This design comes from an exercise in tuning for small area, a short achievable clock period and few clock cycles per item on the open sky130 flow, not from production work.
In this exercise RTL edits were held to simulation tests only and were not proved equivalent to the original.

$ cat design.v
package apid_pkg;
  localparam int DATA_W    = 32;
  localparam int FRAC_BITS = 16;
  localparam int TIME_W    = 24;
  localparam int OP_W      = 2;
  localparam int CFG_IDX_W = 3;
  localparam int US_PER_S  = 1000000;
  localparam int HALF_US   = US_PER_S / 2;
  localparam int US_W      = 20;
  localparam int DIV_RADIX = 4;
  localparam int DIV_W     = 84;
  localparam int RND_W     = 5;
  localparam int INT_DIV_W = DATA_W + TIME_W;
  localparam int DIV_ROUNDS_I = INT_DIV_W / DIV_RADIX;
  localparam int DIV_ROUNDS_D = DIV_W / DIV_RADIX;
  localparam logic [OP_W-1:0] OP_TARGET = 2'd0;
  localparam logic [OP_W-1:0] OP_MEAS   = 2'd1;
  localparam logic [OP_W-1:0] OP_UPDATE = 2'd2;
  localparam logic [OP_W-1:0] OP_RESET  = 2'd3;
  localparam logic [CFG_IDX_W-1:0] CFG_KP    = 3'd0;
  localparam logic [CFG_IDX_W-1:0] CFG_KI    = 3'd1;
  localparam logic [CFG_IDX_W-1:0] CFG_KD    = 3'd2;
  localparam logic [CFG_IDX_W-1:0] CFG_LIM   = 3'd3;
  localparam logic [CFG_IDX_W-1:0] CFG_FLOOR = 3'd4;
  localparam logic [CFG_IDX_W-1:0] CFG_CEIL  = 3'd5;
  localparam logic [3:0] DP_NONE  = 4'd0;
  localparam logic [3:0] DP_LOAD  = 4'd1;
  localparam logic [3:0] DP_EXEC  = 4'd2;
  localparam logic [3:0] DP_MUL   = 4'd3;
  localparam logic [3:0] DP_PREP  = 4'd4;
  localparam logic [3:0] DP_SCALE = 4'd5;
  localparam logic [3:0] DP_DSUM  = 4'd6;
  localparam logic [3:0] DP_INTEG = 4'd7;
  localparam logic [3:0] DP_IMUL  = 4'd8;
  localparam logic [3:0] DP_IRND  = 4'd9;
  localparam logic [3:0] DP_DRND  = 4'd10;
  localparam logic [3:0] DP_SUM   = 4'd11;
  localparam logic [3:0] DP_CTRL  = 4'd12;
  typedef struct packed {
    logic [OP_W-1:0]          operation;
    logic signed [DATA_W-1:0] value;
    logic signed [DATA_W-1:0] reset_control;
    logic [TIME_W-1:0]        elapsed_us;
  } in_t;
  typedef struct packed {
    logic signed [DATA_W-1:0] control_value;
    logic signed [DATA_W-1:0] control_change;
    logic                     skipped;
  } out_t;
  typedef struct packed {
    logic [3:0] step;
    logic       out_load;
  } cmd_t;
  typedef struct packed {
    logic [OP_W-1:0] op;
    logic            dt_zero;
    logic            div_busy;
  } sts_t;
endpackage
import apid_pkg::*;
module accumulating_pid_controller (
  input  logic                 clk,
  input  logic                 rst_n,
  input  logic                 in_valid,
  output logic                 in_ready,
  input  logic [89:0]          in_data,
  output logic                 out_valid,
  input  logic                 out_ready,
  output logic [64:0]          out_data,
  input  logic                 cfg_valid,
  output logic                 cfg_ready,
  input  logic [CFG_IDX_W-1:0] cfg_index,
  input  logic [DATA_W-1:0]    cfg_data
);
  localparam int NT = 13;    
  function automatic logic [31:0] mag32(input logic [31:0] x);
    mag32 = x[31] ? (32'd0 - x) : x;
  endfunction
  function automatic logic [31:0] sat_mag(input logic neg, input logic [47:0] m);
    if (neg) begin
      if (m > 48'h0_8000_0000) sat_mag = 32'h8000_0000;
      else sat_mag = 32'd0 - m[31:0];
    end else begin
      if (m > 48'h0_7FFF_FFFF) sat_mag = 32'h7FFF_FFFF;
      else sat_mag = m[31:0];
    end
  endfunction
  function automatic logic [31:0] sat34(input logic [33:0] x);
    if (!x[33] && (x[32] | x[31])) sat34 = 32'h7FFF_FFFF;
    else if (x[33] && !(x[32] & x[31])) sat34 = 32'h8000_0000;
    else sat34 = x[31:0];
  endfunction
  function automatic logic [24:0] ksub26(input logic [25:0] t, input logic [25:0] b);
    logic [25:0] g, p, gn, pn, c;
    g = t & b;
    p = t ^ b;
    g[0] = t[0] | b[0];
    for (int s = 1; s < 26; s = s * 2) begin
      gn = g;
      pn = p;
      for (int i = 0; i < 26; i++) begin
        if ((i / s) % 2 == 1) begin
          gn[i] = g[i] | (p[i] & g[(i / s) * s - 1]);
          pn[i] = p[i] & p[(i / s) * s - 1];
        end
      end
      g = gn;
      p = pn;
    end
    c = {g[24:0], 1'b1};
    p = t ^ b;
    ksub26 = {g[25], p[23:0] ^ c[23:0]};
  endfunction
  function automatic logic [57:0] divr4(input logic [23:0] r, input logic [33:0] nq,
                                        input logic [23:0] ndv, input logic [25:0] nd3);
    logic [25:0] y;
    logic [24:0] s1, s2, s3;
    y  = {r, nq[33:32]};
    s1 = ksub26(y, {2'b11, ndv});
    s2 = ksub26(y, {1'b1, ndv, 1'b1});
    s3 = ksub26(y, nd3);
    divr4 = {(s3[24] ? s3[23:0] : s2[24] ? s2[23:0] : s1[24] ? s1[23:0] : y[23:0]),
             nq[31:0], s2[24], s3[24] | (s1[24] & ~s2[24])};
  endfunction
  function automatic logic [113:0] csa26_57(input logic [1481:0] r);
    logic [56:0] s0_0, c0_0;
    logic [56:0] s0_1, c0_1;
    logic [56:0] s0_2, c0_2;
    logic [56:0] s0_3, c0_3;
    logic [56:0] s0_4, c0_4;
    logic [56:0] s0_5, c0_5;
    logic [56:0] s0_6, c0_6;
    logic [56:0] s0_7, c0_7;
    logic [56:0] s1_0, c1_0;
    logic [56:0] s1_1, c1_1;
    logic [56:0] s1_2, c1_2;
    logic [56:0] s1_3, c1_3;
    logic [56:0] s1_4, c1_4;
    logic [56:0] s1_5, c1_5;
    logic [56:0] s2_0, c2_0;
    logic [56:0] s2_1, c2_1;
    logic [56:0] s2_2, c2_2;
    logic [56:0] s2_3, c2_3;
    logic [56:0] s3_0, c3_0;
    logic [56:0] s3_1, c3_1;
    logic [56:0] s4_0, c4_0;
    logic [56:0] s4_1, c4_1;
    logic [56:0] s5_0, c5_0;
    logic [56:0] s6_0, c6_0;
    begin
      s0_0 = r[0 +: 57] ^ r[57 +: 57] ^ r[114 +: 57];
      c0_0 = (((r[0 +: 57] & r[57 +: 57]) | (r[0 +: 57] & r[114 +: 57]) | (r[57 +: 57] & r[114 +: 57]))) << 1;
      s0_1 = r[171 +: 57] ^ r[228 +: 57] ^ r[285 +: 57];
      c0_1 = (((r[171 +: 57] & r[228 +: 57]) | (r[171 +: 57] & r[285 +: 57]) | (r[228 +: 57] & r[285 +: 57]))) << 1;
      s0_2 = r[342 +: 57] ^ r[399 +: 57] ^ r[456 +: 57];
      c0_2 = (((r[342 +: 57] & r[399 +: 57]) | (r[342 +: 57] & r[456 +: 57]) | (r[399 +: 57] & r[456 +: 57]))) << 1;
      s0_3 = r[513 +: 57] ^ r[570 +: 57] ^ r[627 +: 57];
      c0_3 = (((r[513 +: 57] & r[570 +: 57]) | (r[513 +: 57] & r[627 +: 57]) | (r[570 +: 57] & r[627 +: 57]))) << 1;
      s0_4 = r[684 +: 57] ^ r[741 +: 57] ^ r[798 +: 57];
      c0_4 = (((r[684 +: 57] & r[741 +: 57]) | (r[684 +: 57] & r[798 +: 57]) | (r[741 +: 57] & r[798 +: 57]))) << 1;
      s0_5 = r[855 +: 57] ^ r[912 +: 57] ^ r[969 +: 57];
      c0_5 = (((r[855 +: 57] & r[912 +: 57]) | (r[855 +: 57] & r[969 +: 57]) | (r[912 +: 57] & r[969 +: 57]))) << 1;
      s0_6 = r[1026 +: 57] ^ r[1083 +: 57] ^ r[1140 +: 57];
      c0_6 = (((r[1026 +: 57] & r[1083 +: 57]) | (r[1026 +: 57] & r[1140 +: 57]) | (r[1083 +: 57] & r[1140 +: 57]))) << 1;
      s0_7 = r[1197 +: 57] ^ r[1254 +: 57] ^ r[1311 +: 57];
      c0_7 = (((r[1197 +: 57] & r[1254 +: 57]) | (r[1197 +: 57] & r[1311 +: 57]) | (r[1254 +: 57] & r[1311 +: 57]))) << 1;
      s1_0 = s0_0 ^ c0_0 ^ s0_1;
      c1_0 = (((s0_0 & c0_0) | (s0_0 & s0_1) | (c0_0 & s0_1))) << 1;
      s1_1 = c0_1 ^ s0_2 ^ c0_2;
      c1_1 = (((c0_1 & s0_2) | (c0_1 & c0_2) | (s0_2 & c0_2))) << 1;
      s1_2 = s0_3 ^ c0_3 ^ s0_4;
      c1_2 = (((s0_3 & c0_3) | (s0_3 & s0_4) | (c0_3 & s0_4))) << 1;
      s1_3 = c0_4 ^ s0_5 ^ c0_5;
      c1_3 = (((c0_4 & s0_5) | (c0_4 & c0_5) | (s0_5 & c0_5))) << 1;
      s1_4 = s0_6 ^ c0_6 ^ s0_7;
      c1_4 = (((s0_6 & c0_6) | (s0_6 & s0_7) | (c0_6 & s0_7))) << 1;
      s1_5 = c0_7 ^ r[1368 +: 57] ^ r[1425 +: 57];
      c1_5 = (((c0_7 & r[1368 +: 57]) | (c0_7 & r[1425 +: 57]) | (r[1368 +: 57] & r[1425 +: 57]))) << 1;
      s2_0 = s1_0 ^ c1_0 ^ s1_1;
      c2_0 = (((s1_0 & c1_0) | (s1_0 & s1_1) | (c1_0 & s1_1))) << 1;
      s2_1 = c1_1 ^ s1_2 ^ c1_2;
      c2_1 = (((c1_1 & s1_2) | (c1_1 & c1_2) | (s1_2 & c1_2))) << 1;
      s2_2 = s1_3 ^ c1_3 ^ s1_4;
      c2_2 = (((s1_3 & c1_3) | (s1_3 & s1_4) | (c1_3 & s1_4))) << 1;
      s2_3 = c1_4 ^ s1_5 ^ c1_5;
      c2_3 = (((c1_4 & s1_5) | (c1_4 & c1_5) | (s1_5 & c1_5))) << 1;
      s3_0 = s2_0 ^ c2_0 ^ s2_1;
      c3_0 = (((s2_0 & c2_0) | (s2_0 & s2_1) | (c2_0 & s2_1))) << 1;
      s3_1 = c2_1 ^ s2_2 ^ c2_2;
      c3_1 = (((c2_1 & s2_2) | (c2_1 & c2_2) | (s2_2 & c2_2))) << 1;
      s4_0 = s3_0 ^ c3_0 ^ s3_1;
      c4_0 = (((s3_0 & c3_0) | (s3_0 & s3_1) | (c3_0 & s3_1))) << 1;
      s4_1 = c3_1 ^ s2_3 ^ c2_3;
      c4_1 = (((c3_1 & s2_3) | (c3_1 & c2_3) | (s2_3 & c2_3))) << 1;
      s5_0 = s4_0 ^ c4_0 ^ s4_1;
      c5_0 = (((s4_0 & c4_0) | (s4_0 & s4_1) | (c4_0 & s4_1))) << 1;
      s6_0 = s5_0 ^ c5_0 ^ c4_1;
      c6_0 = (((s5_0 & c5_0) | (s5_0 & c4_1) | (c5_0 & c4_1))) << 1;
      csa26_57 = {s6_0, c6_0};
    end
  endfunction
  logic [31:0] kpm, kim, kdm, flo_r, cei_r;
  logic        kps, kis, kds;
  logic [30:0] lim_r;
  logic [45:0] kq;           
  assign cfg_ready = 1'b1;
  always_ff @(posedge clk) begin
    if (!rst_n) begin
      kpm <= '0; kps <= 1'b0;
      kim <= '0; kis <= 1'b0;
      kdm <= '0; kds <= 1'b0;
      lim_r <= '0;
      flo_r <= '0;
      cei_r <= '0;
    end else if (cfg_valid) begin
      case (cfg_index)
        3'd0: begin kpm <= mag32(cfg_data); kps <= cfg_data[31]; end
        3'd1: begin kim <= mag32(cfg_data); kis <= cfg_data[31]; end
        3'd2: begin kdm <= mag32(cfg_data); kds <= cfg_data[31]; end
        3'd3: lim_r <= cfg_data[30:0];
        3'd4: flo_r <= cfg_data;
        3'd5: cei_r <= cfg_data;
        default: ;
      endcase
    end
  end
  always_ff @(posedge clk) begin
    kq <= ({14'd0, kdm} << 14) - ({14'd0, kdm} << 10) + ({14'd0, kdm} << 8)
        + ({14'd0, kdm} << 3) + {14'd0, kdm};
  end
  logic [NT:1] tv, tu, ts;      
  logic        o_valid;
  logic [64:0] o_data;
  logic        adv;
  assign adv = !o_valid || out_ready;
  logic [1:0]  i_op;
  logic [31:0] i_val, i_rc;
  logic [23:0] i_dt;
  logic        i_upd, busy, take;
  assign i_op     = in_data[89:88];
  assign i_val    = in_data[87:56];
  assign i_rc     = in_data[55:24];
  assign i_dt     = in_data[23:0];
  assign i_upd    = (i_op == 2'd2) && (i_dt != 24'd0);
  assign busy     = |tv;
  assign in_ready = adv && !((i_op == 2'd2) && tu[1]) && !((i_op == 2'd3) && busy);
  assign take     = in_valid && in_ready;
  logic [31:0] target_r, meas_r, err_r, errp_r, acc_r, ctrl_r, chg_r;
  logic [33:0] dif_vm, dif_tv;
  logic [32:0] de;
  assign dif_vm = {{2{i_val[31]}}, i_val} - {{2{meas_r[31]}}, meas_r};
  assign dif_tv = {{2{target_r[31]}}, target_r} - {{2{i_val[31]}}, i_val};
  assign de     = {err_r[31], err_r} - {errp_r[31], errp_r};
  logic [31:0] e1, e2, e3, e4;
  logic        se1, se2, se3, se4, se5;
  logic        sd1, sd2, sd3, sd4, sd5, sd6;
  logic [23:0] dt1, dt2, dt3, dt4, dt5, dt6;    
  logic [25:0] d32, d33, d34, d35, d36;         
  logic [32:0] dd1;
  logic [56:0] qs1, qc1;
  logic [23:0] ql1;                
  logic [44:0] xl1;
  logic [11:0] xo1;                
  logic [69:0] n2;
  logic [44:0] z2;
  logic        zo2;
  logic [31:0] q2;
  logic [23:0] r3, r4, r5, r6;
  logic [33:0] nq3, nq4, nq5, nq6;
  logic        ov2, ov3, ov4, ov5, ov6;
  logic [33:0] as3;
  logic [31:0] am3, am4;
  logic        ag3, ag4, ag5;
  logic [47:0] il4, pl4;
  logic [47:0] ir5, pr5;
  logic [31:0] p5, i5;
  logic [32:0] pi6;
  logic [32:0] ds6;
  logic        dn6;
  logic [31:0] chg7;
  logic [22:0] kqh;                
  logic [15:0] kih, kph;           
  logic [26*57-1:0] rq;
  logic [113:0]     cq;
  logic [23:0]      lq;
  logic [44:0]      mulx;
  logic [69:0]      nprime;
  logic [57:0]      dv2a, dv2b, dv3a, dv3b, dv4a, dv4b, dv5a, dv5b, dv6a;
  logic [53:0]      mag2;
  logic [31:0]      ims;
  logic [33:0]      acc_sum;
  logic             a_gt, a_lt;
  logic [33:0]      a_pl, as_neg;
  logic [31:0]      acc_new, am_new;
  logic             ag_new;
  logic [47:0]      muli, mulp;
  logic [33:0]      dm6;
  logic             dneg;
  logic [32:0]      dsat;
  logic [33:0]      sum6;
  logic [33:0]      cs_sum;
  logic [31:0]      s_sat, ctrl_new;
  logic signed [31:0] s_sat_s, cei_s, flo_s;
  assign s_sat_s = s_sat;
  assign cei_s   = cei_r;
  assign flo_s   = flo_r;
  always_comb begin
    lq = {1'b0, cq[79:57]} + {1'b0, cq[22:0]};
    for (int j = 0; j < 23; j++)
      rq[j*57 +: 57] = kqh[j] ? (57'(dd1) << j) : 57'd0;
    rq[23*57 +: 57] = qs1 >> 23;
    rq[24*57 +: 57] = qc1 >> 23;
    rq[25*57 +: 57] = 57'(ql1[23]);
    cq = csa26_57(rq);
    nprime = 70'({cq[113:57] + cq[56:0], ql1[22:0]} >> 8);
    mulx = 45'(e1 * xo1) + 45'(xl1 >> 12);
    dv2a = divr4(n2[57:34], n2[33:0], dt2, d32);
    dv2b = divr4(dv2a[57:34], dv2a[33:0], dt2, d32);
    dv3a = divr4(r3, nq3, dt3, d33);
    dv3b = divr4(dv3a[57:34], dv3a[33:0], dt3, d33);
    dv4a = divr4(r4, nq4, dt4, d34);
    dv4b = divr4(dv4a[57:34], dv4a[33:0], dt4, d34);
    dv5a = divr4(r5, nq5, dt5, d35);
    dv5b = divr4(dv5a[57:34], dv5a[33:0], dt5, d35);
    dv6a = divr4(r6, nq6, dt6, d36);
    begin
      logic [53:0] zz;
      zz = {9'd0, z2};
      mag2 = (zz << 7) + (zz << 3) - (zz << 1) + (zz >> 2) - (zz >> 5) - (zz >> 10)
           - (zz >> 14) + (zz >> 16) + (zz >> 21) - (zz >> 23) - (zz >> 26) - (zz >> 28)
           - (zz >> 33) - (zz >> 36) + 54'd3;
    end
    if (zo2) ims = se2 ? 32'h8000_0000 : 32'h7FFF_FFFF;
    else if (se2) ims = (q2 > 32'h8000_0000) ? 32'h8000_0000 : q2;
    else ims = (q2 > 32'h7FFF_FFFF) ? 32'h7FFF_FFFF : q2;
    acc_sum = se2 ? ({{2{acc_r[31]}}, acc_r} - {2'd0, ims}) : ({{2{acc_r[31]}}, acc_r} + {2'd0, ims});
    a_gt   = !as3[33] && (as3[32:0] > {2'd0, lim_r});
    a_pl   = as3 + {3'd0, lim_r};
    a_lt   = a_pl[33];
    as_neg = 34'd0 - as3;
    if (a_gt) begin acc_new = {1'b0, lim_r}; am_new = {1'b0, lim_r}; ag_new = 1'b0; end
    else if (a_lt) begin acc_new = 32'd0 - {1'b0, lim_r}; am_new = {1'b0, lim_r}; ag_new = 1'b1; end
    else begin
      acc_new = as3[31:0];
      am_new  = as3[33] ? as_neg[31:0] : as3[31:0];
      ag_new  = as3[33];
    end
    muli = 48'(am4 * kih) + 48'(il4 >> 16);
    mulp = 48'(e4 * kph) + 48'(pl4 >> 16);
    dm6  = ov6 ? 34'h1_0000_0000 : 34'(({2'd0, dv6a[33:0]} + 36'd2) >> 2);
    dneg = sd6 ^ kds;
    if (dneg) dsat = (dm6 > 34'h0_8000_0000) ? 33'h0_8000_0000 : dm6[32:0];
    else dsat = (dm6 > 34'h0_7FFF_FFFF) ? 33'h0_7FFF_FFFF : dm6[32:0];
    sum6 = dn6 ? ({pi6[32], pi6} - {1'b0, ds6}) : ({pi6[32], pi6} + {1'b0, ds6});
    cs_sum = {{2{ctrl_r[31]}}, ctrl_r} + {{2{chg7[31]}}, chg7};
    s_sat  = sat34(cs_sum);
    if (s_sat_s > cei_s) ctrl_new = cei_r;
    else if (s_sat_s < flo_s) ctrl_new = flo_r;
    else ctrl_new = s_sat;
  end
  always_ff @(posedge clk) begin
    if (!rst_n) begin
      tv <= '0;
      tu <= '0;
      ts <= '0;
    end else if (adv) begin
      tv <= {tv[NT-1:1], take};
      tu <= {tu[NT-1:1], take && i_upd};
      ts <= {ts[NT-1:1], (i_op == 2'd2) && (i_dt == 24'd0)};
    end
  end
  always_ff @(posedge clk) begin
    kqh <= (adv ? tu[1] : tu[2]) ? kq[45:23] : kq[22:0];
    kih <= (adv ? tu[7] : tu[8]) ? kim[31:16] : kim[15:0];
    kph <= (adv ? tu[7] : tu[8]) ? kpm[31:16] : kpm[15:0];
  end
  always_ff @(posedge clk) begin
    if (!rst_n) begin
      target_r <= '0;
      meas_r   <= '0;
      err_r    <= '0;
      errp_r   <= '0;
      acc_r    <= '0;
      ctrl_r   <= '0;
      chg_r    <= '0;
    end else begin
      if (take) begin
        case (i_op)
          2'd0: begin
            target_r <= i_val;
            err_r    <= sat34(dif_vm);
            errp_r   <= sat34(dif_vm);
          end
          2'd1: begin
            meas_r <= i_val;
            err_r  <= sat34(dif_tv);
          end
          2'd2: if (i_upd) errp_r <= err_r;
          default: begin
            target_r <= i_val;
            meas_r   <= i_val;
            err_r    <= '0;
            errp_r   <= '0;
            acc_r    <= '0;
            ctrl_r   <= i_rc;
            chg_r    <= '0;
          end
        endcase
      end
      if (adv && tu[5]) acc_r <= acc_new;
      if (adv && tu[13]) begin
        ctrl_r <= ctrl_new;
        chg_r  <= chg7;
      end
    end
  end
  always_ff @(posedge clk) begin
    if (adv) begin
      if (take && i_upd) begin
        e1  <= mag32(err_r);
        se1 <= err_r[31];
        dd1 <= de[32] ? (33'd0 - de) : de;
        sd1 <= de[32];
        dt1 <= i_dt;
        qs1 <= '0;
        qc1 <= '0;
        ql1 <= '0;
        xl1 <= 45'd500000 << 12;
        xo1 <= i_dt[11:0];
      end
      if (tu[1]) begin
        {qs1, qc1} <= cq;
        ql1 <= lq;
        xl1 <= mulx;
        xo1 <= dt1[23:12];
      end
      if (tu[2]) begin
        n2 <= nprime;
        z2  <= {mulx[38:0], xl1[11:6]};
        zo2 <= (mulx[43:39] != 5'd0);
        e2 <= e1;  se2 <= se1;  sd2 <= sd1;  dt2 <= ~dt1;  d32 <= ~({2'd0, dt1} + {1'b0, dt1, 1'b0});
      end
      if (tu[3]) begin
        n2[57:0] <= dv2b;
        ov2 <= (n2[69:58] != 12'd0) || (n2[57:34] >= ~dt2);
        q2  <= mag2[52:21];
      end
      if (tu[4]) begin
        {r3, nq3} <= dv2b;  ov3 <= ov2;
        as3 <= acc_sum;
        e3 <= e2;  se3 <= se2;  sd3 <= sd2;  dt3 <= dt2;  d33 <= d32;
      end
      if (tu[5]) begin
        {r3, nq3} <= dv3b;
        am3 <= am_new;  ag3 <= ag_new;
      end
      if (tu[6]) begin
        {r4, nq4} <= dv3b;  ov4 <= ov3;
        am4 <= am3;  ag4 <= ag3;
        il4 <= 48'd1 << 31;
        pl4 <= 48'd1 << 31;
        e4 <= e3;  se4 <= se3;  sd4 <= sd3;  dt4 <= dt3;  d34 <= d33;
      end
      if (tu[7]) begin
        {r4, nq4} <= dv4b;
        il4 <= muli;
        pl4 <= mulp;
      end
      if (tu[8]) begin
        {r5, nq5} <= dv4b;  ov5 <= ov4;
        ir5 <= muli;  pr5 <= mulp;
        ag5 <= ag4;  se5 <= se4;  sd5 <= sd4;  dt5 <= dt4;  d35 <= d34;
      end
      if (tu[9]) begin
        {r5, nq5} <= dv5b;
        p5 <= sat_mag(se5 ^ kps, pr5);
        i5 <= sat_mag(ag5 ^ kis, ir5);
      end
      if (tu[10]) begin
        {r6, nq6} <= dv5b;  ov6 <= ov5;
        pi6 <= {p5[31], p5} + {i5[31], i5};
        sd6 <= sd5;  dt6 <= dt5;  d36 <= d35;
      end
      if (tu[11]) begin
        ds6 <= dsat;
        dn6 <= dneg;
      end
      if (tu[12]) chg7 <= sat34(sum6);
    end
  end
  logic [64:0] res;
  assign res = tu[NT] ? {ctrl_new, chg7, 1'b0}
                      : {(ts[NT] ? 32'd0 : ctrl_r), chg_r, ts[NT]};
  always_ff @(posedge clk) begin
    if (!rst_n) o_valid <= 1'b0;
    else if (adv) o_valid <= tv[NT];
  end
  always_ff @(posedge clk) begin
    if (adv && tv[NT]) o_data <= res;
  end
  assign out_valid = o_valid;
  assign out_data  = o_data;
endmodule
$ cat flow/run.sh
#!/bin/bash
set -euo pipefail
bash standard.sh SETUP_SLACK_MARGIN=6 finish > standard_flow.log 2>&1
$ cat standard.sh
#!/bin/bash
# synth_recipe.tcl (not shown) runs the flow's synth.tcl, then flattens the netlist and writes it again
# the make line also repeats each setting of config.mk as NAME=value (left out here)
make -C /OpenROAD-flow-scripts/flow DESIGN_CONFIG=/design/flow/config.mk WORK_HOME=/design/flow/orfs CLKGATE_MAP_FILE= SYNTH_SCRIPT=/design/flow/synth_recipe.tcl "${@:-finish}"
$ cat config.mk
export PLATFORM = sky130hd
export DESIGN_NAME = accumulating_pid_controller
export DESIGN_NICKNAME = accumulating_pid_controller
export VERILOG_FILES = /design/flow/design.v
export SDC_FILE = /design/flow/constraint.sdc
export NUM_CORES = 4
export LEC_CHECK = 0
export CAP_MARGIN = 20
export CORE_MARGIN = 2
export CORE_UTILIZATION = 50
export SETUP_SLACK_MARGIN = 5
export SLEW_MARGIN = 20
$ cat constraint.sdc
create_clock -name core_clock -period 13.0 [get_ports {clk}]
set_input_delay 2.6000 -clock core_clock [delete_from_list [all_inputs] [get_ports {clk}]]
set_output_delay 2.6000 -clock core_clock [all_outputs]
set_load 0.01 [all_outputs]
==> flow_summary.toml, run 1 <==
[synth]
synth_cell_types = 102
synth_cells = 21300
ys_ff_latch = 1982
synth_area_mm2 = 0.206
synth_ff_type = "edfxtp_1"
ys_warn_count = 1
synth_area_per_cell_um2 = 9.69
synth-edff-count = 1423
ys_seq_area_share_pct = 26.1
async_reset_ff_share_pct = 0
synth_fp_nets = 25700

[floorplanning]
coreArea_mm2 = 0.410
start_util_pct = 50.3
ios = 198
die_area_mm2 = 0.418
num_rows = 235
die_h_um = 647
die_w_um = 647

[critical_path]
crit_top_cell = "fa_1"
crit_type = "reg2reg"
crit_path_max_incr_delay_ns = 0.59
cp_slowest_cell = "fa_1"
startpoint_type = "flip-flop"
worstPathRequired_ns = 13.70
crit_arrival_ns = 8.55
critPathCaptureType = "flip-flop"
cp_max_fo = 5

[clock_network]
cts_tree = "built"
cts_buffer_depth = 4
cts-buffers-inserted = 232
clockRootBuffer = "clkbuf_16"
clock_latency_ns = 0.99
clock-sinks = 1982
h-tree-depth = 4
path_clk_slew_ns = 0.06

[timing]
hold_viol = 0
slew_viol_final = 0
fin_crit_ns = 7.86
timing.slew.headroom_pct = 18.9
fmax_mhz = 127
setup_viol = 0
worst_pin_slew_ns = 1.22
rsz0062_at_grt = "true"
tns_ns = 0
fin_skew_ns = 0.0889
fin_crit_sh_pct = 60.4

[cells_and_area]
design_area_mm2 = 0.237
synthToLayoutAreaGrowth_pct = 14.7
nFillCells = 35600
regArea_mm2 = 0.0540
nets = 26400
layout-drive-gt1-share_pct = 12.3
postLayoutCoreUtil_pct = 57.7
multi_input_area_mm2 = 0.143

[placed_design]
place.gp.congestion = 0.929
io_buffers = 196
dp_hpwl_mm = 461
post_dp_cell_area_mm2 = 0.215

[routing]
ant_nets = 0
vias = 158000
viasPerCell = 5.70
drc = 0
drtIter0Drc = 12600
dr.pass1.iters = 6
totalWireLength_mm = 629
avgRoutedWirePerCell_um = 22.7

[global_routing]
grt_first_pass_wirelength_mm = 949
grt_max_degree = 159
grt_pass1_vias = 157000
track_usage_pct = 29.4
antenna_found_initial = 36
gr-total-overflow = 0

[status]
status = "timing/DRC/antenna clean"

[job]
drv_cap = 0

[hold_path]
hp-class = "reg2reg"
[cell usage after synthesis, drive strengths merged, types with 22 or more instances]
| library cell | number | area share (%) |
|---|---|---|
| buf | 36 | 0.078 |
| o21ai | 765 | 1.9 |
| o311ai | 65 | 0.28 |
| nand3 | 254 | 0.62 |
| nor3 | 256 | 0.64 |
| fa | 2462 | 24 |
| nand2 | 2431 | 4.4 |
| clkbuf | 782 | 1.4 |
| xor2 | 334 | 1.4 |
| o21a | 184 | 0.67 |
| nor2 | 969 | 1.8 |
| o22ai | 40 | 0.12 |
| or3 | 117 | 0.37 |
| mux2 | 293 | 1.6 |
| or2 | 58 | 0.18 |
| a21boi | 45 | 0.16 |
| nand4 | 88 | 0.27 |
| a211o | 38 | 0.16 |
| mux2i | 128 | 0.62 |
| a21o | 410 | 1.5 |
| o41ai | 36 | 0.15 |
| and2 | 1041 | 3.2 |
| a211oi | 211 | 0.77 |
| or4 | 36 | 0.13 |
| o221ai | 45 | 0.19 |
| nor4 | 69 | 0.21 |
| dfxtp | 559 | 5.4 |
| o21bai | 98 | 0.36 |
| a22oi | 69 | 0.25 |
| a311oi | 24 | 0.10 |
| a41oi | 22 | 0.093 |
| o31a | 33 | 0.14 |
| nor2b | 145 | 0.44 |
| nand2b | 166 | 0.50 |
| edfxtp | 1423 | 21 |
| xnor2 | 649 | 2.8 |
| a221oi | 25 | 0.11 |
| ha | 1834 | 11 |
| a31oi | 142 | 0.43 |
| a21oi | 1228 | 3.0 |
| o211ai | 98 | 0.36 |
| a2111oi | 23 | 0.11 |
| o31ai | 82 | 0.30 |
| inv | 3103 | 5.6 |
| and3 | 101 | 0.31 |
[placed cells by master (no fill, tap or decap), types with 93 or more instances in the layout]
cell type,instances
xor2_1,324
nor3_1,231
a21oi_1,1106
buf_12,114
o211ai_1,98
a211oi_1,169
fa_1,2422
xnor2_1,632
or3_1,105
clkbuf_16,263
o21bai_1,93
and2_1,1020
buf_4,780
o21ai_0,655
dfxtp_1,524
nand2b_1,160
clkdlybuf4s50_1,192
nor2_1,926
nand2_1,2392
o21a_1,177
a21o_1,407
mux2i_1,110
buf_6,123
mux2_2,273
edfxtp_1,1423
ha_1,1764
nor2b_1,130
a31oi_1,125
and3_1,98
inv_1,3038
nand3_1,241
[worst max-delay path, delay by kind of cell (launching register included)]
family | cells | cell delay [ns]
compound gates | 13 | 2.75
buf+inv | 6 | 0.52
xor+xnor | 1 | 0.08
flops | 1 | 0.37
simple gates | 1 | 0.05
fa+ha+maj | 8 | 3.82
[kinds of logic (layout without fill, tap and decap cells)]
| logic type | after synthesis | after routing | share of synthesized area (%) |
|---|---|---|---|
| simple gates | 5806 | 5811 | 13.3 |
| fa+ha+maj | 4305 | 4305 | 35.0 |
| buf+inv | 3924 | 4822 | 7.15 |
| compound gates | 3885 | 3888 | 12.0 |
| flops | 1982 | 1982 | 26.1 |
| xor+xnor | 983 | 983 | 4.17 |
| mux | 421 | 421 | 2.22 |
| other cells | 2 | 34 | 0.00364 |
[per-layer routing]
layer | vias to the layer above | wire length (um) | GRT usage [%]
met5 | - | 59 | 0
met3 | 1024 | 44500 | 3.87
met1 | 79000 | 274000 | 41.6
li1 | 72600 | - | -
met4 | 10 | 25400 | 10.1
met2 | 5380 | 285000 | 46.7
[per-stage QoR]
| step | cells | worst slack, ns | hold slack [ns] |
|---|---|---|---|
| after floorplan | 21300 | 4.97 | 0.386 |
| after global placement | 26400 | 4.02 | 0.400 |
| after global routing | 27700 | 4.95 | 0.418 |
| final | 27700 | 5.14 | 0.413 |
| after detailed placement | 26400 | 3.97 | 0.405 |
| after CTS | 27300 | 5.15 | 0.407 |
[registers in the layout, summed over array words and instances (netlist names), 33 cells and up]
name,cells
ir5,48
z2,45
pr5,48
qs1,33
ds6,33
nq4,34
as3,34
nq3,34
o_data,65
qc1,34
xl1,39
kq,46
dd1,33
n2,70
nq5,34
nq6,33
pi6,33
[worst paths after layout]
| check | startpoint | end | slack (ns) | depth (start not counted) |
|---|---|---|---|---|
| min | e2[14]$_DFFE_PP_ | e3[14]$_DFFE_PP_ | 0.41 | 0 |
| min reg2reg | e2[14]$_DFFE_PP_ | e3[14]$_DFFE_PP_ | 0.41 | 0 |
| max reg2reg | dd1[2]$_DFFE_PP_ | n2[66]$_DFFE_PP_ | 5.14 | 29 |
| max | dd1[2]$_DFFE_PP_ | n2[66]$_DFFE_PP_ | 5.14 | 29 |
[timing repair]
item | CTS | global route
gates resized for setup | 707 | 640
gates cloned | 25 | 26
pin swaps | 231 | 353
setup buffers | 445 | 350
hold buffers | 0 | 0
setup endpoints to repair | 390 | 359
[final cells by class]
class                           count  share of cell area, %
Clock inverter                    135                  0.612
Inverter                         3104                   4.94
Antenna cell                       32                 0.0338
Sequential cell                  1982                   22.8
Multi-Input combinational cell  15400                   60.5
Timing Repair Buffer             1282                   5.51
Tap cell                         5451                   2.88
Clock buffer                      301                   2.73
Testbench counts, summed over its fixed seeds: cycles 2,520, items 2,400.
==> run 2: changes to the inputs <==
==> run.sh (new file) <==
#!/bin/bash
# synth_recipe.tcl (not shown) runs the flow's synth.tcl, then flattens the netlist and writes it again
# the make line also repeats each setting of config.mk as NAME=value (left out here)
make -C /OpenROAD-flow-scripts/flow DESIGN_CONFIG=/design/flow/config.mk WORK_HOME=/design/flow/orfs CLKGATE_MAP_FILE= SYNTH_SCRIPT=/design/flow/synth_recipe.tcl finish
removed: flow/run.sh
removed: standard.sh
==> run 2 against run 1 <==
Effect of this change: global-route usage decreased by 0.76 points; routed wire length decreased by 3.9%; utilization decreased by 2.4 points; synthesized cell count unchanged; register-to-register slack got worse by 0.06 ns; cell count decreased by 2.1%; via count decreased by 2.5%; highest routed layer unchanged.
==> flow_summary.toml, run 2 <==
[routing]
drc = 0
drtIter0Drc = 11300
avgRoutedWirePerCell_um = 22.3
vias = 154000
totalWireLength_mm = 605
ant_nets = 0
dr.pass1.iters = 6
viasPerCell = 5.68

[floorplanning]
ios = 198
die_w_um = 647
coreArea_mm2 = 0.410
start_util_pct = 50.3
die_area_mm2 = 0.418
num_rows = 235
die_h_um = 647

[hold_path]
hp-class = "reg2reg"
hp-start = "e2[20]$_DFFE_PP_"
holdPathStages = 0

[timing]
fin_skew_ns = 0.0548
setup_viol = 0
timing.slew.headroom_pct = 8.36
fin_ws_ns = 5.09
worst_pin_slew_ns = 1.36
hold_viol = 0
fin_crit_ns = 7.91
fin_crit_sh_pct = 60.9
fmax_mhz = 126
rsz0062_at_grt = "true"
slew_viol_final = 0
tns_ns = 0

[placed_design]
io_buffers = 196
pre_cts_slack_ns = 2.96
dp_hpwl_mm = 458
post_dp_cell_area_mm2 = 0.214
place.gp.congestion = 0.919

[critical_path]
crit_type = "reg2reg"
startpoint_type = "flip-flop"
reg2reg_from = "dd1[12]$_DFFE_PP_"
crit_top_cell = "fa_1"
reg2reg_depth = 28
crit_start = "dd1[12]$_DFFE_PP_"
cp_slowest_cell = "fa_1"
cp_max_fo = 11
critPathCaptureType = "flip-flop"
worstPathRequired_ns = 13.68
crit_path_max_incr_delay_ns = 0.67
crit_arrival_ns = 8.59

[global_routing]
track_usage_pct = 28.7
antenna_found_initial = 35
gr-total-overflow = 0
grt_first_pass_wirelength_mm = 925
grt_pass1_vias = 154000
grt_max_degree = 85

[cells_and_area]
layout-drive-gt1-share_pct = 7.56
nets = 25900
nFillCells = 36900
layout_common_cells = "3077 x inv_1, 2447 x fa_1, 2416 x nand2_1, 1816 x ha_1, 1423 x edfxtp_1"
largest_reg_flops = 70
largest-register = "n2"
design_area_mm2 = 0.227
reg_top3 = "n2: 70 flops, o_data: 65 flops"
synthToLayoutAreaGrowth_pct = 9.99
final_common_cell = "inv_1"

[synth]
synth_ff_type = "edfxtp_1"
synth_area_per_cell_um2 = 9.69
yosys-top-cells-area = "fa_1 24%, edfxtp_1 21%, ha_1 11%"
synth_area_leader_cell = "fa_1"
ys_warn_count = 1
ys_seq_area_share_pct = 26.1
ys_ff_latch = 1982
synth_cells = 21300
synth_top_area_share_pct = 23.9
synth-edff-count = 1423
async_reset_ff_share_pct = 0
synth_area_mm2 = 0.206
yosysMostFrequentCell = "inv_1"
synth_fp_nets = 25700
synth_cell_types = 102
synthTopCellsByCount = "3098 x inv_1, 2462 x fa_1, 2430 x nand2_1"

[clock_network]
h-tree-depth = 4
clock_latency_ns = 0.97
path_clk_slew_ns = 0.06
clockRootBuffer = "clkbuf_16"
cts-buffers-inserted = 235
cts_buffer_depth = 4
cts_tree = "built"
clock-sinks = 1982

[job]
drv_cap = 0

[status]
status = "timing/DRC/antenna clean"
## run 2: cell counts after synthesis
Identical to the previous run, type by type.
## run 2: repair_timing
| action | 4_1_cts | 5_1_grt |
|---|---|---|
| setup endpoints to repair | 153 | 219 |
| cloned | 1 | 10 |
| pin swaps | 41 | 129 |
| setup buffers | 132 | 159 |
| hold buffers | 0 | 0 |
| gates resized for setup | 184 | 202 |
## run 2: final cells by class
cell class                      count  area [um2]  area share, %
Timing Repair Buffer              725        7040           3.10
Clock buffer                      302        6440           2.84
Inverter                         3104       11700           5.15
Antenna cell                       19        47.5         0.0209
Multi-Input combinational cell  15400      139000           61.4
Sequential cell                  1982       54000           23.8
Tap cell                         5451        6820           3.00
Clock inverter                    135        1550          0.682
## run 2: worst paths after layout
kind | endpoint | slack, ns
setup / recovery | n2[62]$_DFFE_PP_ | 5.09
hold / removal | e3[20]$_DFFE_PP_ | 0.41
setup reg to reg | n2[62]$_DFFE_PP_ | 5.09
hold reg to reg | e3[20]$_DFFE_PP_ | 0.41
## run 2: metrics by stage
stage               hold WS [ns]  std cells  util (%)
floorplan                  0.386      21300         -
global placement           0.401      26400      52.2
detailed placement         0.405      26400      52.2
CTS                        0.416      26900      54.7
global route               0.418      27100      55.3
finish                     0.411      27100      55.3
## run 2: cell families (layout without fill, tap and decap cells)
group           Yosys count  in the layout  synth area share, %
other cells               2             21              0.00364
simple gates           5806           5806                 13.3
xor+xnor                983            983                 4.17
mux                     421            421                 2.22
compound gates         3885           3888                 12.0
buf+inv                3924           4266                 7.15
fa+ha+maj              4305           4305                 35.0
flops                  1982           1982                 26.1
## run 2: per-layer routing
metal | routed length, um | share of wire (%) | GRT usage [%]
met5 | 36 | 0.0060 | 0
met3 | 40300 | 6.7 | 3.81
met2 | 273000 | 45 | 45.5
met1 | 267000 | 44 | 40.5
met4 | 25000 | 4.1 | 9.84
## run 2: critical path: cells and delay by family (launching register included)
| kind | cells | cell delay [ns] |
|---|---|---|
| DFF | 1 | 0.52 |
| buffers and inverters | 7 | 0.77 |
| and+or+nand+nor | 3 | 0.35 |
| AOI/OAI and AO/OA | 9 | 1.73 |
| xor gates and xnor gates | 1 | 0.08 |
| adders and majority gates | 8 | 4.19 |
==> run 3: changes to the inputs <==
--- a/design.v
+++ b/design.v
@@ -232,3 +232,2 @@
   logic        o_valid;
-  logic [64:0] o_data;
   logic        adv;
@@ -247,3 +246,7 @@
   assign take     = in_valid && in_ready;
-  logic [31:0] target_r, meas_r, err_r, errp_r, acc_r, ctrl_r, chg_r;
+  logic [31:0] target_r, meas_r, err_r, errp_r, acc_r;
+  logic [31:0] o_ctrl, o_chg;      
+  logic        o_skip;
+  logic [31:0] rcp;               
+  logic        rp;
   logic [33:0] dif_vm, dif_tv;
@@ -275,3 +278,3 @@
   logic [47:0] ir5, pr5;
-  logic [31:0] p5, i5;
+  logic [32:0] pi5;                
   logic [32:0] pi6;
@@ -296,2 +299,3 @@
   logic [47:0]      muli, mulp;
+  logic [31:0]      p_s, i_s;
   logic [33:0]      dm6;
@@ -349,2 +353,4 @@
     mulp = 48'(e4 * kph) + 48'(pl4 >> 16);
+    p_s = sat_mag(se5 ^ kps, pr5);
+    i_s = sat_mag(ag5 ^ kis, ir5);
     dm6  = ov6 ? 34'h1_0000_0000 : 34'(({2'd0, dv6a[33:0]} + 36'd2) >> 2);
@@ -354,3 +360,3 @@
     sum6 = dn6 ? ({pi6[32], pi6} - {1'b0, ds6}) : ({pi6[32], pi6} + {1'b0, ds6});
-    cs_sum = {{2{ctrl_r[31]}}, ctrl_r} + {{2{chg7[31]}}, chg7};
+    cs_sum = {{2{o_ctrl[31]}}, o_ctrl} + {{2{chg7[31]}}, chg7};
     s_sat  = sat34(cs_sum);
@@ -383,4 +389,4 @@
       acc_r    <= '0;
-      ctrl_r   <= '0;
-      chg_r    <= '0;
+      rcp      <= '0;
+      rp       <= 1'b0;
     end else begin
@@ -404,4 +410,4 @@
             acc_r    <= '0;
-            ctrl_r   <= i_rc;
-            chg_r    <= '0;
+            rcp      <= i_rc;
+            rp       <= 1'b1;
           end
@@ -410,6 +416,3 @@
       if (adv && tu[5]) acc_r <= acc_new;
-      if (adv && tu[13]) begin
-        ctrl_r <= ctrl_new;
-        chg_r  <= chg7;
-      end
+      if (adv && tv[NT]) rp <= 1'b0;
     end
@@ -475,4 +478,3 @@
         {r5, nq5} <= dv5b;
-        p5 <= sat_mag(se5 ^ kps, pr5);
-        i5 <= sat_mag(ag5 ^ kis, ir5);
+        pi5 <= {p_s[31], p_s} + {i_s[31], i_s};
       end
@@ -480,3 +482,3 @@
         {r6, nq6} <= dv5b;  ov6 <= ov5;
-        pi6 <= {p5[31], p5} + {i5[31], i5};
+        pi6 <= pi5;
         sd6 <= sd5;  dt6 <= dt5;  d36 <= d35;
@@ -490,14 +492,24 @@
   end
-  logic [64:0] res;
-  assign res = tu[NT] ? {ctrl_new, chg7, 1'b0}
-                      : {(ts[NT] ? 32'd0 : ctrl_r), chg_r, ts[NT]};
-  always_ff @(posedge clk) begin
-    if (!rst_n) o_valid <= 1'b0;
-    else if (adv) o_valid <= tv[NT];
-  end
   always_ff @(posedge clk) begin
-    if (adv && tv[NT]) o_data <= res;
+    if (!rst_n) begin
+      o_valid <= 1'b0;
+      o_ctrl  <= '0;
+      o_chg   <= '0;
+      o_skip  <= 1'b0;
+    end else if (adv) begin
+      o_valid <= tv[NT];
+      if (tv[NT]) begin
+        o_skip <= ts[NT];
+        if (rp) begin
+          o_ctrl <= rcp;
+          o_chg  <= '0;
+        end else if (tu[NT]) begin
+          o_ctrl <= ctrl_new;
+          o_chg  <= chg7;
+        end
+      end
+    end
   end
   assign out_valid = o_valid;
-  assign out_data  = o_data;
+  assign out_data  = {(o_skip ? 32'd0 : o_ctrl), o_chg, o_skip};
 endmodule
==> run 3 against run 2 <==
Effect of this change: sequential share of layout area shrank 0.85 points; global-route usage grew 1.5 points; die area shrank 0.36%; still clean on timing, DRC and antenna.
==> flow_summary.toml, run 3 <==
[status]
status = "timing/DRC/antenna clean"

[hold_path]
min_to = "e3[7]$_DFFE_PP_"
hp-start = "e2[7]$_DFFE_PP_"
hp-class = "reg2reg"
holdPathStages = 0

[critical_path]
cp_max_fo = 12
crit_path_max_incr_delay_ns = 0.47
critPathCaptureType = "flip-flop"
crit_type = "reg2reg"
reg2reg_from = "d33[0]$_DFFE_PP_"
crit_arrival_ns = 8.54
r2r-end = "r4[20]$_DFFE_PP_"
startpoint_type = "flip-flop"
worstPathRequired_ns = 13.64
rrSetupSlack_ns = 5.10
cp_slowest_cell = "a2111oi_4"
reg2reg_depth = 30

[timing]
fin_skew_ns = 0.0846
rsz0062_at_grt = "true"
tns_ns = 0
setup_viol = 0
timing.slew.headroom_pct = 22.3
hold_viol = 0
fin_crit_ns = 7.90
fmax_mhz = 127
fin_crit_sh_pct = 60.8
worst_pin_slew_ns = 1.15
slew_viol_final = 0
fin_ws_ns = 5.10

[cells_and_area]
layout-drive-gt1-share_pct = 7.23
synthToLayoutAreaGrowth_pct = 9.69
largest-register = "n2"
regArea_mm2 = 0.0518
multi_input_area_mm2 = 0.141
nets = 26100
reg_top3 = "n2: 70 flops, ir5: 48 flops, pr5: 48 flops"
nFillCells = 36800
design_area_mm2 = 0.226
largest_reg_flops = 70
layout_common_cells = "3075 x inv_1, 2480 x nand2_1, 2459 x fa_1, 1829 x ha_1, 1327 x edfxtp_1"
postLayoutCoreUtil_pct = 55.1
final_common_cell = "inv_1"

[global_routing]
grt_pass1_vias = 157000
grt_max_degree = 101
gr-total-overflow = 0
track_usage_pct = 30.2
antenna_found_initial = 22
grt_first_pass_wirelength_mm = 965

[synth]
yosysMostFrequentCell = "inv_1"
synth_fp_nets = 25900
synth_area_mm2 = 0.206
ys_seq_area_share_pct = 25.1
ys_ff_latch = 1920
synth_cell_types = 113
synth_area_per_cell_um2 = 9.56
synthTopCellsByCount = "3085 x inv_1, 2495 x nand2_1, 2462 x fa_1"
async_reset_ff_share_pct = 0
synth_ff_type = "edfxtp_1"
synth-edff-count = 1327
synth_top_area_share_pct = 24.0
ys_warn_count = 1
yosys-top-cells-area = "fa_1 24%, edfxtp_1 19%, ha_1 11%"
synth_area_leader_cell = "fa_1"
synth_cells = 21500

[clock_network]
path_clk_slew_ns = 0.06
ctsHoldBuffers = 0
cts_tree = "built"
cts_buffer_depth = 4
clock-sinks = 1920
h-tree-depth = 4
clock_latency_ns = 0.99
cts-buffers-inserted = 228
clockRootBuffer = "clkbuf_16"

[routing]
dr.pass1.iters = 6
vias = 157000
ant_nets = 0
drc = 0
drtIter0Drc = 13600
avgRoutedWirePerCell_um = 23.1
viasPerCell = 5.76
totalWireLength_mm = 630

[floorplanning]
num_rows = 235
die_area_mm2 = 0.417
die_h_um = 645
start_util_pct = 50.2
die_w_um = 645
ios = 198
coreArea_mm2 = 0.410

[placed_design]
post_dp_cell_area_mm2 = 0.214
pre_cts_slack_ns = 3.30
dp_hpwl_mm = 484
io_buffers = 196
place.gp.congestion = 0.947

[job]
drv_cap = 0
[run 3: how the worst max path moves through the flow]
| stage | startpoint | to | slack (ns) |
|---|---|---|---|
| floorplan | in_data[88] | qc1[23]$_SDFFCE_PN0P_ | 4.81 |
| global placement | dt3[1]$_DFFE_PP_ | r3[23]$_DFFE_PP_ | 3.32 |
| detailed placement | dt3[1]$_DFFE_PP_ | r3[0]$_DFFE_PP_ | 3.30 |
| CTS | ir5[0]$_DFFE_PP_ | pi5[32]$_DFFE_PP_ | 4.91 |
| global route | d33[0]$_DFFE_PP_ | r4[18]$_DFFE_PP_ | 4.90 |
| finish | d33[0]$_DFFE_PP_ | r4[20]$_DFFE_PP_ | 5.10 |
[run 3: metal layers]
layer,global-route usage [%],wire length [um]
met3,4.73,47800
met2,47.8,283000
met4,9.80,24800
met1,42.4,274000
met5,0,24
[run 3: repair_timing]
action	in CTS	in global routing
setup buffers	188	87
endpoints found under the setup margin	214	225
pin swaps	18	28
resized for setup	184	233
gates cloned	1	3
[run 3: through the flow]
stage	cells	hold WS, ns
after floorplan	21500	0.386
after global placement	26600	0.401
after detailed placement	26600	0.405
after CTS	27200	0.411
after global routing	27300	0.415
final	27300	0.412
[run 3: logic make-up (layout without fill, tap and decap cells)]
group	count (synthesis)	in the layout	synth area share (%)
flip-flops	1920	1920	25.1
AO/OA/AOI/OAI	3985	3986	12.6
other	2	21	0.00365
AND/OR/NAND/NOR	6080	6080	14.1
buffers and inverters	3937	4267	7.21
multiplexers	310	310	1.64
adder cells (fa/ha/maj)	4302	4302	35.1
XOR/XNOR	979	979	4.17
[run 3: cell type report]
type	count	area share, %
repair buffers	749	3.05
inverters	3093	5.17
well taps	5451	3.02
clock buffers	299	2.77
diodes	19	0.0211
flip-flops and latches	1920	22.9
multi-input cells	15700	62.4
clock inverters	126	0.604
[run 3: worst max-delay path, delay by kind of cell, from the launching register on]
kind / cells / cell delay, ns
AND/OR/NAND/NOR: 7 / 1.23
flip-flops: 1 / 0.43
adder cells (fa/ha/maj): 3 / 0.85
buffers and inverters: 3 / 0.60
AO/OA/AOI/OAI: 15 / 3.79
multiplexers: 2 / 0.69
Testbench counts of run 3, summed over its fixed seeds: cycles 2,520, items 2,400.
==> run 4: changes to the inputs <==
--- a/config.mk
+++ b/config.mk
@@ -7,3 +7,3 @@
 export LEC_CHECK = 0
-export CAP_MARGIN = 20
+export CAP_MARGIN = 10
 export CORE_MARGIN = 2
@@ -11,2 +11,2 @@
 export SETUP_SLACK_MARGIN = 5
-export SLEW_MARGIN = 20
+export SLEW_MARGIN = 10
==> run 4 against run 3 <==
Effect of this change: largest cell class unchanged; clock skew decreased by 0.0019 ns; still clean; synthesized cell count is the same; critical path depth is the same.
==> flow_summary.toml, run 4 <==
[timing]
fin_skew_ns = 0.0827
rsz0062_at_grt = "true"
fmax_mhz = 128
fin_crit_sh_pct = 59.9
fin_crit_ns = 7.79
worst_pin_slew_ns = 1.31
hold_viol = 0
slew_viol_final = 0
setup_viol = 0
tns_ns = 0
timing.slew.headroom_pct = 11.5

[clock_network]
clock_latency_ns = 0.99
clockRootBuffer = "clkbuf_16"
cts_tree = "built"
clock-sinks = 1920
path_clk_slew_ns = 0.06
h-tree-depth = 4
cts-buffers-inserted = 231
ctsHoldBuffers = 0
cts_buffer_depth = 4

[synth]
synth_area_mm2 = 0.206
synth_fp_nets = 25900
synth_area_leader_cell = "fa_1"
synth-edff-count = 1327
ys_warn_count = 1
yosysMostFrequentCell = "inv_1"
synth_area_per_cell_um2 = 9.56
yosys-top-cells-area = "fa_1 24%, edfxtp_1 19%, ha_1 11%"
async_reset_ff_share_pct = 0
synthTopCellsByCount = "3085 x inv_1, 2495 x nand2_1, 2462 x fa_1"
synth_ff_type = "edfxtp_1"
synth_top_area_share_pct = 24.0
synth_cells = 21500
ys_ff_latch = 1920
ys_seq_area_share_pct = 25.1
synth_cell_types = 113

[cells_and_area]
nFillCells = 36900
largest_reg_flops = 70
synthToLayoutAreaGrowth_pct = 9.85
design_area_mm2 = 0.226
final_common_cell = "inv_1"
layout_common_cells = "3074 x inv_1, 2480 x nand2_1, 2459 x fa_1, 1828 x ha_1, 1327 x edfxtp_1"
layout-drive-gt1-share_pct = 7.34
reg_top3 = "n2: 70 flops, ir5: 48 flops, pr5: 48 flops"
largest-register = "n2"
nets = 26100

[routing]
avgRoutedWirePerCell_um = 23.1
totalWireLength_mm = 630
drtIter0Drc = 13000
viasPerCell = 5.75
drc = 0
vias = 157000
dr.pass1.iters = 8
ant_nets = 0

[global_routing]
gr-total-overflow = 0
antenna_found_initial = 23
track_usage_pct = 30.1
grt_max_degree = 101
grt_pass1_vias = 157000
grt_first_pass_wirelength_mm = 964

[critical_path]
worstPathRequired_ns = 13.68
cp_slowest_cell = "fa_2"
cp_max_fo = 11
cp_top_family = "adder cells"
crit_arrival_ns = 8.47
critPathCaptureType = "flip-flop"
worst-path-buf-inv = 8
crit_top_cell = "fa_1"
reg2reg_depth = 30
endpoint = "n2[66]$_DFFE_PP_"
crit_start = "dd1[8]$_DFFE_PP_"
reg2reg_from = "dd1[8]$_DFFE_PP_"
startpoint_type = "flip-flop"
r2r-end = "n2[66]$_DFFE_PP_"
rrSetupSlack_ns = 5.21
path_depth = 30
crit_type = "reg2reg"
crit_path_max_incr_delay_ns = 0.63

[floorplanning]
die_area_mm2 = 0.417
coreArea_mm2 = 0.410
die_w_um = 645
num_rows = 235
die_h_um = 645
start_util_pct = 50.2
ios = 198

[status]
status = "timing/DRC/antenna clean"

[placed_design]
io_buffers = 196
place.gp.congestion = 0.947
dp_hpwl_mm = 484
post_dp_cell_area_mm2 = 0.214

[hold_path]
hp-class = "reg2reg"

[job]
drv_cap = 0
[run 4: final cells by class]
type / count / area, um2 / share of cell area (%)
clock inverters: 148 / 1690 / 0.746
diodes: 17 / 42.5 / 0.0188
flip-flops and latches: 1920 / 51800 / 22.9
clock buffers: 286 / 6170 / 2.73
inverters: 3093 / 11700 / 5.16
multi-input cells: 15700 / 141000 / 62.4
repair buffers: 753 / 6880 / 3.05
well taps: 5451 / 6820 / 3.02
[run 4: cell families (layout without fill, tap and decap cells)]
logic type / Yosys count / in the layout / synth area share [%]
AOI/OAI and AO/OA: 3985 / 3987 / 12.6
xor gates and xnor gates: 979 / 979 / 4.17
adders and majority gates: 4302 / 4302 / 35.1
buffers and inverters: 3937 / 4280 / 7.21
DFF: 1920 / 1920 / 25.1
muxes: 310 / 310 / 1.64
other: 2 / 19 / 0.00365
and+or+nand+nor: 6080 / 6081 / 14.1
[run 4: repair_timing]
item,in CTS,in global routing
pin swaps,17,45
setup endpoints to repair,216,228
resized for setup,193,257
gates cloned,2,6
buffers inserted,197,79
[run 4: worst min-delay path by stage]
| stage | cells past startpoint | slack, ns | end | startpoint |
|---|---|---|---|---|
| 4_1_cts | 0 | 0.39 | e3[21]$_DFFE_PP_ | e2[21]$_DFFE_PP_ |
| 3_5_place_dp | 0 | 0.40 | am4[18]$_DFFE_PP_ | am3[18]$_DFFE_PP_ |
| 3_3_place_gp | 0 | 0.40 | am4[14]$_DFFE_PP_ | am3[14]$_DFFE_PP_ |
| 2_1_floorplan | 0 | 0.39 | kq[0]$_DFF_P_ | kdm[0]$_SDFFE_PN0P_ |
| 5_1_grt | 0 | 0.41 | e3[21]$_DFFE_PP_ | e2[21]$_DFFE_PP_ |
| 6_report | 0 | 0.38 | e3[21]$_DFFE_PP_ | e2[21]$_DFFE_PP_ |
[run 4: layer usage]
metal | wire length [um] | share of wire, % | up-vias | global-route usage [%]
li1 | - | - | 72200 | -
met1 | 275000 | 44 | 78500 | 42.2
met2 | 284000 | 45 | 5390 | 47.8
met3 | 46400 | 7.4 | 1056 | 4.76
met4 | 25200 | 4.0 | 10 | 9.92
met5 | 76 | 0.012 | - | 0
[run 4: per-stage QoR]
step	hold WS, ns	util (%)	instances	setup WS [ns]
floorplan	0.386	-	21500	4.81
global placement	0.401	52.2	26600	3.32
detailed placement	0.405	52.2	26600	3.21
CTS	0.391	54.7	27200	4.96
global route	0.415	55.2	27300	4.85
finish	0.384	55.2	27300	5.21
==> run 5: changes to the inputs <==
--- a/config.mk
+++ b/config.mk
@@ -7,6 +7,7 @@
 export LEC_CHECK = 0
-export CAP_MARGIN = 10
+export CAP_MARGIN = 20
 export CORE_MARGIN = 2
 export CORE_UTILIZATION = 50
+export CTS_BUF_LIST = sky130_fd_sc_hd__clkbuf_4 sky130_fd_sc_hd__clkbuf_8
 export SETUP_SLACK_MARGIN = 5
-export SLEW_MARGIN = 10
+export SLEW_MARGIN = 20
==> run 5 against run 4 <==
Effect of this change: still clean; setup slack improved by 0.0024 ns; critical path depth fell by 2; via count rose by 0.46%.
==> flow_summary.toml, run 5 <==
[clock_network]
cts_buffer_depth = 4
clock-sinks = 1920
clock_latency_ns = 1.15
ctsHoldBuffers = 0
path_clk_slew_ns = 0.07
cts-buffers-inserted = 359
h-tree-depth = 5
cts_tree = "built"
clockRootBuffer = "clkbuf_8"

[critical_path]
worst-path-buf-inv = 3
crit_arrival_ns = 8.64
crit_type = "reg2reg"
cp_slowest_cell = "edfxtp_1"
cp_top_family = "compound AO/OA/AOI/OAI gates"
cp_max_fo = 12
path_depth = 28
worstPathRequired_ns = 13.85
critPathCaptureType = "flip-flop"
startpoint_type = "flip-flop"
reg2reg_depth = 28
crit_path_max_incr_delay_ns = 0.47

[synth]
ys_seq_area_share_pct = 25.1
async_reset_ff_share_pct = 0
synth_ff_type = "edfxtp_1"
synth_area_leader_cell = "fa_1"
synth_cell_types = 113
ys_warn_count = 1
ys_ff_latch = 1920
synth_fp_nets = 25900
synth_cells = 21500
synth_top_area_share_pct = 24.0
yosysMostFrequentCell = "inv_1"
synth_area_mm2 = 0.206
yosys-top-cells-area = "fa_1 24%, edfxtp_1 19%, ha_1 11%"
synth-edff-count = 1327
synthTopCellsByCount = "3085 x inv_1, 2495 x nand2_1, 2462 x fa_1"
synth_area_per_cell_um2 = 9.56

[timing]
fmax_mhz = 128
fin_crit_ns = 7.79
fin_ws_ns = 5.21
slew_viol_final = 0
tns_ns = 0
timing.slew.headroom_pct = 16.3
fin_skew_ns = 0.0821
fin_crit_sh_pct = 59.9
hold_viol = 0
setup_viol = 0
worst_pin_slew_ns = 1.24
rsz0062_at_grt = "true"

[floorplanning]
ios = 198
num_rows = 235
die_w_um = 645
coreArea_mm2 = 0.410
die_h_um = 645
start_util_pct = 50.2
die_area_mm2 = 0.417

[global_routing]
track_usage_pct = 30.2
grt_first_pass_wirelength_mm = 967
grt_max_degree = 101
antenna_found_initial = 19
grt_pass1_vias = 158000
gr-total-overflow = 0

[hold_path]
holdPathStages = 0
hp-class = "reg2reg"

[routing]
ant_nets = 0
drtIter0Drc = 13500
totalWireLength_mm = 631
drc = 0
viasPerCell = 5.73
avgRoutedWirePerCell_um = 22.9
dr.pass1.iters = 8
vias = 158000

[cells_and_area]
nets = 26200
largest_reg_flops = 70
layout_common_cells = "3074 x inv_1, 2481 x nand2_1, 2460 x fa_1, 1829 x ha_1, 1327 x edfxtp_1"
synthToLayoutAreaGrowth_pct = 9.82
largest-register = "n2"
layout-drive-gt1-share_pct = 8.24
final_common_cell = "inv_1"
nFillCells = 36800
reg_top3 = "n2: 70 flops, ir5: 48 flops, pr5: 48 flops"

[placed_design]
place.gp.congestion = 0.947
io_buffers = 196
dp_hpwl_mm = 484
pre_cts_slack_ns = 3.30

[status]
status = "timing/DRC/antenna clean"

[job]
drv_cap = 0
-- run 5: cell types whose count changed in the layout (fill, tap and decap cells not counted), sizes merged, moves of 3 or more --
cell      delta
clkinv      +15
clkbuf     +198
inv          +3
bufinv       +8
clkinvlp     +9
buf         -15
-- run 5: cell families after synthesis --
family	after synthesis	share of synthesized area, %
flops	1920	25.1
buf+inv	3937	7.21
fa+ha+maj	4302	35.1
xor+xnor	979	4.17
mux	310	1.64
compound gates	3985	12.6
simple gates	6080	14.1
other cells	2	0.00365
-- run 5: stage by stage --
step	hold slack [ns]	area [um2]	cells	utilization, %
3_5_place_dp	0.405	214000	26600	52.2
6_report	0.396	226000	27500	55.2
3_3_place_gp	0.401	214000	26600	52.2
4_1_cts	0.404	224000	27400	54.7
2_1_floorplan	0.386	206000	21500	-
5_1_grt	0.419	226000	27500	55.2
-- run 5: cell type report --
cell class	instances	area, um2	area share, %
well taps	5451	6820	3.02
repair buffers	741	6810	3.02
multi-input cells	15700	141000	62.4
clock buffers	481	5970	2.64
inverters	3093	11700	5.16
flip-flops and latches	1920	51800	22.9
diodes	16	40.0	0.0177
clock inverters	183	1980	0.875
-- run 5: layer usage --
metal  wire length (um)  global-route usage [%]
met5                 51                       0
met4              23900                    9.70
met3              48000                    4.78
met2             284000                    48.0
met1             275000                    42.4
-- run 5: what timing repair did --
action / CTS / global route
buffers inserted: 177 / 90
pin swaps: 18 / 30
setup endpoints to repair: 213 / 224
cloned: 1 / 5
resized for setup: 197 / 217
-- run 5: final timing paths --
kind / start / endpoint / slack, ns
worst min register to register: ov4$_DFFE_PP_ / ov5$_DFFE_PP_ / 0.40
worst max-delay path: dt3[1]$_DFFE_PP_ / r3[0]$_DFFE_PP_ / 5.21
worst min-delay path: ov4$_DFFE_PP_ / ov5$_DFFE_PP_ / 0.40
worst max register to register: dt3[1]$_DFFE_PP_ / r3[0]$_DFFE_PP_ / 5.21
-- run 5: worst reg2reg max path, delay by kind of cell, from the launching register on --
family / cells / cell delay (ns)
and+or+nand+nor: 5 / 1.09
AOI/OAI and AO/OA: 15 / 3.98
muxes: 3 / 0.91
buffers and inverters: 3 / 0.49
adders and majority gates: 2 / 0.59
DFF: 1 / 0.47

port drivers added, routing unchanged:
The results above use ideal ports. As a check the final layouts listed here were re-extracted and re-timed, cells and wires unchanged. Step 1 (the two cells are an assumption about what drives the block):
set clk [get_ports {clk}]
set_driving_cell -lib_cell sky130_fd_sc_hd__clkbuf_16 $clk
set_driving_cell -lib_cell sky130_fd_sc_hd__buf_2 [delete_from_list [all_inputs] $clk]
Step 2 moves the port delays by t, midway between the first and last clock arrival at a register: inputs arrive t later, outputs are due t later. That takes back most of the time a late clock gives input paths. Three values: no drivers, after step 1, after step 2; two values: the first two.
run	shift t [ns]	setup slack, ns	hold slack, ns	clock arrival spread, ns	worst slew at a driven data input, ns
run 1	1.065	5.145 / 5.145 / 5.145	0.413 / 0.413 / 0.413	0.091 / 0.091	0.23
run 2	1.050	5.087 / 5.087 / 4.412	0.411 / 0.411 / 0.411	0.077 / 0.077	0.21
run 3	1.060	5.099 / 5.099 / 4.862	0.412 / 0.412 / 0.412	0.090 / 0.089	0.31
run 4	1.067	5.212 / 5.212 / 4.832	0.384 / 0.384 / 0.384	0.091 / 0.092	0.35
run 5	1.232	5.214 / 5.214 / 4.846	0.396 / 0.396 / 0.396	0.101 / 0.101	0.32
After both steps setup and hold are still met in every run listed. For run 2, which loses most, drivers alone change the setup slack by 0.000 ns; drivers and shift together by -0.675 ns.
